Context: an optimization exercise on an open-source flow, tuned for small area and a short achievable clock period. The choices shown serve that exercise and are no tape-out recipe.
Function was checked by simulation only, so behaviour that the tests miss may differ from the original.

$ cat flow/config.mk
export PLATFORM = sky130hd
export DESIGN_NAME = fixed_point_alu_core
export DESIGN_NICKNAME = fixed_point_alu_core
export VERILOG_FILES = /design/flow/design.v
export SDC_FILE = /design/flow/constraint.sdc
export NUM_CORES = 4
export LEC_CHECK = 0
export CAP_MARGIN = 20
export CORE_MARGIN = 2
export CORE_UTILIZATION = 40
export SLEW_MARGIN = 20
$ cat flow/constraint.sdc
create_clock -name core_clock -period 12.0 [get_ports {clk_i}]
set_input_delay 2.4000 -clock core_clock [delete_from_list [all_inputs] [get_ports {clk_i}]]
set_output_delay 2.4000 -clock core_clock [all_outputs]
set_load 0.01 [all_outputs]
$ cat flow/design.v
`default_nettype none
package fpa_pkg;
  localparam int FRAC_BITS = 8;
  localparam int WORD_BITS = 32;
  localparam int SAT_BITS  = (WORD_BITS < 32) ? WORD_BITS : 32;
  localparam int NUM_BITS  = 32 + FRAC_BITS;
  localparam int LATENCY   = NUM_BITS + 2;
  localparam logic signed [63:0] SAT_HI = (64'sd1 <<< (SAT_BITS - 1)) - 64'sd1;
  localparam logic signed [63:0] SAT_LO = -SAT_HI - 64'sd1;
  localparam logic [63:0]        HALF   = (64'd1 << FRAC_BITS) >> 1;
  localparam logic [63:0]        FMASK  = (64'd1 << FRAC_BITS) - 64'd1;
  localparam logic [3:0] FUNC_ADD  = 4'd0;
  localparam logic [3:0] FUNC_SUB  = 4'd1;
  localparam logic [3:0] FUNC_MUL  = 4'd2;
  localparam logic [3:0] FUNC_DIV  = 4'd3;
  localparam logic [3:0] FUNC_CMP  = 4'd4;
  localparam logic [3:0] FUNC_MIN  = 4'd5;
  localparam logic [3:0] FUNC_MAX  = 4'd6;
  localparam logic [3:0] FUNC_INC  = 4'd7;
  localparam logic [3:0] FUNC_DEC  = 4'd8;
  localparam logic [3:0] FUNC_FINT = 4'd9;
  localparam logic [3:0] FUNC_TINT = 4'd10;
  typedef struct packed {
    logic [31:0] result;
    logic        overflow;
    logic        div_by_zero;
    logic        greater;
    logic        less;
  } res_t;
  typedef struct packed {
    logic                valid;
    logic                is_div;
    logic                neg;
    res_t                res;
    logic [31:0]         rem;
    logic [NUM_BITS-1:0] num;
    logic [NUM_BITS-1:0] quo;
    logic [31:0]         den;
  } pipe_t;
  localparam int PIPE_W = 3 + 36 + 32 + 2 * NUM_BITS + 32;
  function automatic res_t saturate(input logic signed [63:0] v);
    if (v > SAT_HI)
      saturate = {SAT_HI[31:0], 1'b1, 3'b000};
    else if (v < SAT_LO)
      saturate = {SAT_LO[31:0], 1'b1, 3'b000};
    else
      saturate = {v[31:0], 1'b0, 3'b000};
  endfunction
endpackage
`default_nettype wire
`default_nettype none
module fpa_prep (
  input  logic                valid_i,
  input  logic [3:0]          func_i,
  input  logic signed [31:0]  a_i,
  input  logic signed [31:0]  b_i,
  input  logic signed [63:0]  prod_i,
  output fpa_pkg::pipe_t      pipe_o
);
  logic signed [63:0] a64, b64, mval, tval;
  logic [63:0]        pmag, pq;
  logic [31:0]        amag, bmag;
  always_comb begin
    a64  = {{32{a_i[31]}}, a_i};
    b64  = {{32{b_i[31]}}, b_i};
    pmag = prod_i[63] ? (64'd0 - prod_i) : prod_i;
    pq   = (pmag + fpa_pkg::HALF) >> fpa_pkg::FRAC_BITS;
    mval = prod_i[63] ? -$signed(pq) : $signed(pq);
    tval = (a64 + (a_i[31] ? $signed(fpa_pkg::FMASK) : 64'sd0)) >>> fpa_pkg::FRAC_BITS;
    amag = a_i[31] ? (32'd0 - a_i) : a_i;
    bmag = b_i[31] ? (32'd0 - b_i) : b_i;
  end
  always_comb begin
    pipe_o        = '0;
    pipe_o.valid  = valid_i;
    pipe_o.neg    = a_i[31] ^ b_i[31];
    pipe_o.num    = {amag, {fpa_pkg::FRAC_BITS{1'b0}}};
    pipe_o.den    = bmag;
    unique case (func_i)
      fpa_pkg::FUNC_ADD:  pipe_o.res = fpa_pkg::saturate(a64 + b64);
      fpa_pkg::FUNC_SUB:  pipe_o.res = fpa_pkg::saturate(a64 - b64);
      fpa_pkg::FUNC_MUL:  pipe_o.res = fpa_pkg::saturate(mval);
      fpa_pkg::FUNC_DIV: begin
        if (b_i == 32'sd0) pipe_o.res.div_by_zero = 1'b1;
        else               pipe_o.is_div = 1'b1;
      end
      fpa_pkg::FUNC_CMP: begin
        pipe_o.res.greater = a_i > b_i;
        pipe_o.res.less    = a_i < b_i;
      end
      fpa_pkg::FUNC_MIN:  pipe_o.res.result = (a_i < b_i) ? a_i : b_i;
      fpa_pkg::FUNC_MAX:  pipe_o.res.result = (a_i > b_i) ? a_i : b_i;
      fpa_pkg::FUNC_INC:  pipe_o.res = fpa_pkg::saturate(a64 + 64'sd1);
      fpa_pkg::FUNC_DEC:  pipe_o.res = fpa_pkg::saturate(a64 - 64'sd1);
      fpa_pkg::FUNC_FINT: pipe_o.res = fpa_pkg::saturate(a64 <<< fpa_pkg::FRAC_BITS);
      fpa_pkg::FUNC_TINT: pipe_o.res.result = tval[31:0];
      default:            pipe_o.res = '0;
    endcase
  end
endmodule
`default_nettype wire
`default_nettype none
module fpa_div_cell (
  input  logic           clk_i,
  input  logic           rst_ni,
  input  fpa_pkg::pipe_t pipe_i,
  output fpa_pkg::pipe_t pipe_o
);
  fpa_pkg::pipe_t pipe_d, pipe_q;
  logic [32:0]    rem2;
  logic           ge;
  always_comb begin
    rem2   = {pipe_i.rem, pipe_i.num[fpa_pkg::NUM_BITS-1]};
    ge     = rem2 >= {1'b0, pipe_i.den};
    pipe_d = pipe_i;
    pipe_d.rem = ge ? 32'(rem2 - {1'b0, pipe_i.den}) : rem2[31:0];
    pipe_d.num = {pipe_i.num[fpa_pkg::NUM_BITS-2:0], 1'b0};
    pipe_d.quo = {pipe_i.quo[fpa_pkg::NUM_BITS-2:0], ge};
  end
  always_ff @(posedge clk_i or negedge rst_ni) begin
    if (!rst_ni) begin
      pipe_q <= '0;
    end else begin
      pipe_q <= pipe_d;
    end
  end
  assign pipe_o = pipe_q;
endmodule
`default_nettype wire
`default_nettype none
module fpa_finish (
  input  logic           clk_i,
  input  logic           rst_ni,
  input  fpa_pkg::pipe_t pipe_i,
  output logic           valid_o,
  output fpa_pkg::res_t  res_o
);
  logic [63:0]   q;
  logic signed [63:0] qs;
  fpa_pkg::res_t res_d, res_q;
  logic          valid_q;
  always_comb begin
    q  = {{(64-fpa_pkg::NUM_BITS){1'b0}}, pipe_i.quo}
       + {63'd0, ({pipe_i.rem, 1'b0} >= {1'b0, pipe_i.den})};
    qs = pipe_i.neg ? -$signed(q) : $signed(q);
    res_d = pipe_i.is_div ? fpa_pkg::saturate(qs) : pipe_i.res;
  end
  always_ff @(posedge clk_i or negedge rst_ni) begin
    if (!rst_ni) begin
      valid_q <= 1'b0;
    end else begin
      valid_q <= pipe_i.valid;
    end
  end
  always_ff @(posedge clk_i) begin
    if (pipe_i.valid) begin
      res_q <= res_d;
    end
  end
  assign valid_o = valid_q;
  assign res_o   = res_q;
endmodule
`default_nettype wire
`default_nettype none
module fixed_point_alu_core (
  input  logic               clk_i,
  input  logic               rst_ni,
  input  logic               start,
  output logic               busy,
  input  logic [3:0]         func_i,
  input  logic signed [31:0] operand_a_i,
  input  logic signed [31:0] operand_b_i,
  output logic               valid_o,
  output logic signed [31:0] result_o,
  output logic               overflow_o,
  output logic               div_by_zero_o,
  output logic               greater_o,
  output logic               less_o
);
  logic               ent_valid_q;
  logic [3:0]         func_q;
  logic signed [31:0] a_q, b_q;
  logic signed [63:0] prod_q;
  logic [fpa_pkg::PIPE_W-1:0] chain [0:fpa_pkg::NUM_BITS];
  fpa_pkg::res_t      res;
  assign busy = 1'b0;
  always_ff @(posedge clk_i or negedge rst_ni) begin
    if (!rst_ni) begin
      ent_valid_q <= 1'b0;
    end else begin
      ent_valid_q <= start;
    end
  end
  always_ff @(posedge clk_i) begin
    func_q <= func_i;
    a_q    <= operand_a_i;
    b_q    <= operand_b_i;
    prod_q <= operand_a_i * operand_b_i;
  end
  fpa_prep u_prep (
    .valid_i (ent_valid_q),
    .func_i  (func_q),
    .a_i     (a_q),
    .b_i     (b_q),
    .prod_i  (prod_q),
    .pipe_o  (chain[0])
  );
  for (genvar k = 0; k < fpa_pkg::NUM_BITS; k++) begin : g_cell
    fpa_div_cell u_cell (
      .clk_i  (clk_i),
      .rst_ni (rst_ni),
      .pipe_i (chain[k]),
      .pipe_o (chain[k+1])
    );
  end
  fpa_finish u_finish (
    .clk_i   (clk_i),
    .rst_ni  (rst_ni),
    .pipe_i  (chain[fpa_pkg::NUM_BITS]),
    .valid_o (valid_o),
    .res_o   (res)
  );
  assign result_o      = res.result;
  assign overflow_o    = res.overflow;
  assign div_by_zero_o = res.div_by_zero;
  assign greater_o     = res.greater;
  assign less_o        = res.less;
endmodule
`default_nettype wire
$ cat flow/run.sh
#!/bin/bash
# synth_recipe.tcl (not shown) runs the flow's synth.tcl, then flattens the netlist and writes it again
# the make line also repeats each setting of config.mk as NAME=value (left out here)
make -C /OpenROAD-flow-scripts/flow DESIGN_CONFIG=/design/flow/config.mk WORK_HOME=/design/flow/orfs CLKGATE_MAP_FILE= SYNTH_SCRIPT=/design/flow/synth_recipe.tcl finish
==> results list <==
- Maximum fanout along the worst path: 6
- Deepest clock path buffer count: 4
- Summing all multi-input logic gate instances after layout gives 114,000 um2.
- After routing, the total negative slack on setup checks comes to 0 ns.
- Worst-case setup margin in the final layout: 0.739 ns
- The die is 820 um wide.
- The largest total area in the synthesized netlist belongs to sky130_fd_sc_hd__dfrtp_1.
- Sum of routed wire length over all layers: 676 mm
* Clock Root Buffer: sky130_fd_sc_hd__clkbuf_16
- Uppermost metal layer occupied by signal nets: met5
- Cell area after synthesis: 267,000 um2
- # rows: 299
* Resized cells post-CTS: 0
* Final-report setup violation count: 0
- For the pin with the worst max-slew slack, the measured transition is 1.17 ns.
- Required time at the endpoint of the critical path: 12.97 ns
- In this design, the stage delay of the slowest critical-path cell is 0.80 ns.
* Initial standard-cell utilization of the core: 0.402
- Setup repair after global routing left no endpoint under its margin.
- Post-synth EDFFs: 36
- Critical setup path kind: primary input to flop
- The netlist uses 107 different library cells.
* Detailed-routed wire length on met3: 29.2 mm
- The H-tree was split into 6 levels.
* Synthesized net count: 26,300
- Across the run, the number of max-cap violations was 0.
- Vias in the first global route: 178,000
- Clock transition at the registers of the reported paths: 0.06 ns
* Count of synthesis-stage warnings from yosys: 5
* Worst Clk Skew: 0.0959 ns
* Placed inst area: 282,000 um2
* Hold-critical path depth: 0
* Startpoint of the worst hold path: g_cell[35].u_cell.pipe_q[10]
- The first detailed-routing pass ran for 6 iterations.
- WL met2: 336 mm
* Antenna-violating nets left: 0
- For this run, the leading register cell type out of synthesis is sky130_fd_sc_hd__dfrtp_1.
* Pin count of the biggest net entering global routing: 217
* Final net count: 26,900
- Clock latency of the later-clocked register in the worst-skew pair: 1.08 ns
- Area of the core region: 663,000 um2
* Area enclosed by the die boundary: 673,000 um2
- Startpoint class of the critical path: primary input
* Design Area, Final: 302,000 um2
* Wire length of the first global-routing pass: 1060 mm
* Most frequent CP cell: sky130_fd_sc_hd__fa_1
- Worst reg2reg path endpoint: u_finish.res_q[26]
- Yosys instantiated no cell more often than sky130_fd_sc_hd__dfrtp_1.
- In the routed layout, each cell is associated on average with a via count of 5.09.
- Final hold analysis gives a worst-case slack of 0.311 ns.
* Sequential cell area: 140,000 um2
- Final RePlAce weighted congestion: 0.906
- The worst hold path terminates at g_cell[36].u_cell.pipe_q[10].
- The initial antenna violation count is 25.
* Timing-limited maximum frequency: 0.0888 GHz
- Headroom to the max-slew limit came out at 0.221.
- Launch instance of the worst register-to-register path: g_cell[39].u_cell.pipe_q[1]
- Global Route Usage Sum: 0.201
* Final worst-path cycle share: 0.938
- Counting cells, the worst reg-to-reg path comes to 35.
* Grt total ovfl: 0
- Share of synthesized area occupied by flip-flops and latches: 0.525
* Total count of hold-check failures in the final report: 0
- Register-to-register path setup slack: 2.61 ns
- Counting flops with an async set or reset pin after synthesis yields a share of 0.970.
* Fraction of final layout cells with drive strength greater than 1: 0.0879
* Count of hold-fix buffers inserted at cts: 0
- For this run, design rule violations remaining after detail routing come to 0.
- The worst path needs 11.26 ns of the cycle, external delays included.
- Synth-to-layout area growth: 13.2%
* Average cell area after synthesis: 11.3 um2
- Across all layers, the routed design uses 171,000 vias.
- The worst setup path is captured at a flop.
- Detailed-placement wirelength estimate: 514 mm
- After clock tree synthesis, the setup repair step added 0 buffers.
* Num CTS Buffers: 583
- I/O pins: 109
* Critical path's slowest cell: sky130_fd_sc_hd__nor4_1
- The synthesized design contains 5,606 register bits.
- After synthesis, the cell types taking the most area are sky130_fd_sc_hd__dfrtp_1 51%, sky130_fd_sc_hd__fa_1 8.4%, sky130_fd_sc_hd__ha_1 7.3%.
* Number of DRC markers after the initial detailed-route iteration: 12,600
* Final slew viol count: 0
- Number of inserted filler cells in the final layout: 60,200
* Outcome: complete, no violations
- STA puts the critical path data arrival time at 12.23 ns.
- In the final routed layout, each cell accounts on average for 20.2 um.
- Post-synth top area share: 0.511
* Instance count of the mapped netlist: 23,600
* Class of the tightest hold or removal check: flop to flop
* Pre-CTS setup slack: -0.396 ns
- Port buffering added 107 buffers.
- The floorplan step set the die height to 820 um.
* Clock tree from TritonCTS: yes
- Sink count of the clock tree: 5,606
- Top post-synthesis cells by count: 5,438 x sky130_fd_sc_hd__dfrtp_1, 2,945 x sky130_fd_sc_hd__inv_1, 1,885 x sky130_fd_sc_hd__nand2_1
- For this block, wires on met1 add up to 287 mm.
[layout by cell type, fill, tap and decap left out, drive strengths merged, types with 342 or more instances in the layout]
cell | Yosys | routed
fa | 1123 | 1123
o21ai | 944 | 944
mux2 | 518 | 518
clkbuf | 531 | 829
a21oi | 1274 | 1274
nand2 | 1886 | 1886
a21o | 342 | 342
nand3 | 347 | 347
xnor2 | 892 | 892
buf | 73 | 508
dfrtp | 5438 | 5438
and2 | 365 | 365
nor2 | 1342 | 1342
ha | 1545 | 1545
xor2 | 423 | 423
inv | 2945 | 2983
nor3 | 414 | 414
[cells by family after synthesis]
kind of cell	after synthesis	share of synthesized area
and+or+nand+nor	5830	0.105
DFF	5606	0.525
AOI/OAI and AO/OA	4032	0.0954
buffers and inverters	3550	0.0501
adders and majority gates	2668	0.157
xor gates and xnor gates	1315	0.0432
muxes	595	0.0248
other	1	0.0000141
[cell type report]
cell class                 count  share of cell area
sequential                  5606               0.464
clock inverter               214             0.00992
timing repair buffer         614              0.0205
inverter                    2946              0.0367
clock buffer                 829              0.0558
tap                         8879              0.0368
multi-input combinational  14400               0.377
antenna                        8           0.0000664
[routing by layer]
layer | vias to the layer above | track usage
li1 | 79500 | -
met1 | 86400 | 0.261
met2 | 3802 | 0.350
met3 | 1159 | 0.0251
met4 | 14 | 0.0652
met5 | - | 0
[flip-flops by register name (all words and copies together), names as in the netlist]
name                  count
g_cell.u_cell.pipe_q   5436
ent_valid_q               1
u_finish.valid_q          1
b_q                      32
prod_q                   64
u_finish.res_q           36
func_q                    4
a_q                      32
[worst max-delay path by stage]
stage,to,startpoint,slack (ns),depth (start not counted)
floorplan,prod_q[60],operand_b_i[22],0.90,30
global placement,prod_q[57],operand_b_i[4],-0.39,37
detailed placement,prod_q[57],operand_b_i[3],-0.40,38
CTS,prod_q[57],operand_b_i[3],0.82,38
global route,prod_q[57],operand_b_i[3],0.41,38
finish,prod_q[57],operand_b_i[4],0.74,37
[per-stage QoR]
stage          instances   util
2_1_floorplan      23600      -
3_3_place_gp       32500  0.425
3_5_place_dp       32500  0.425
4_1_cts            33500  0.455
5_1_grt            33500  0.455
6_report           33500  0.455
[worst max-delay path, delay by kind of cell]
kind	cells	cell delay [ns]
adder cells (fa/ha/maj)	9	4.51
AND/OR/NAND/NOR	7	1.69
XOR/XNOR	1	0.15
AO/OA/AOI/OAI	8	1.82
buffers and inverters	12	1.63

## separate check: timing with driven ports
No port has a modelled driver above. Below, the same layout with a new extraction and two added sets of constraints.
Step 1 (the two cells are an assumption about what drives the block):
set clk [get_ports {clk_i}]
set_driving_cell -lib_cell sky130_fd_sc_hd__clkbuf_16 $clk
set_driving_cell -lib_cell sky130_fd_sc_hd__buf_2 [delete_from_list [all_inputs] $clk]
Step 2 also shifts input and output timing later by t, the mid clock arrival at the registers, as if the neighbouring blocks saw the same clock.
Slacks: ideal / step 1 / step 2; pairs: ideal / step 1.
shift t [ns]: 1.189
setup slack, ns: 0.739 / 0.852 / -0.337
hold WS [ns]: 0.311 / 0.311 / 0.311
latest minus earliest clock arrival (ns): 0.119 / 0.120
worst data-port slew with drivers (ns): 0.14
Met with ideal ports but missed after step 2: setup timing in this run. For this run, drivers alone change the setup slack by +0.113 ns; drivers and shift together by -1.076 ns.
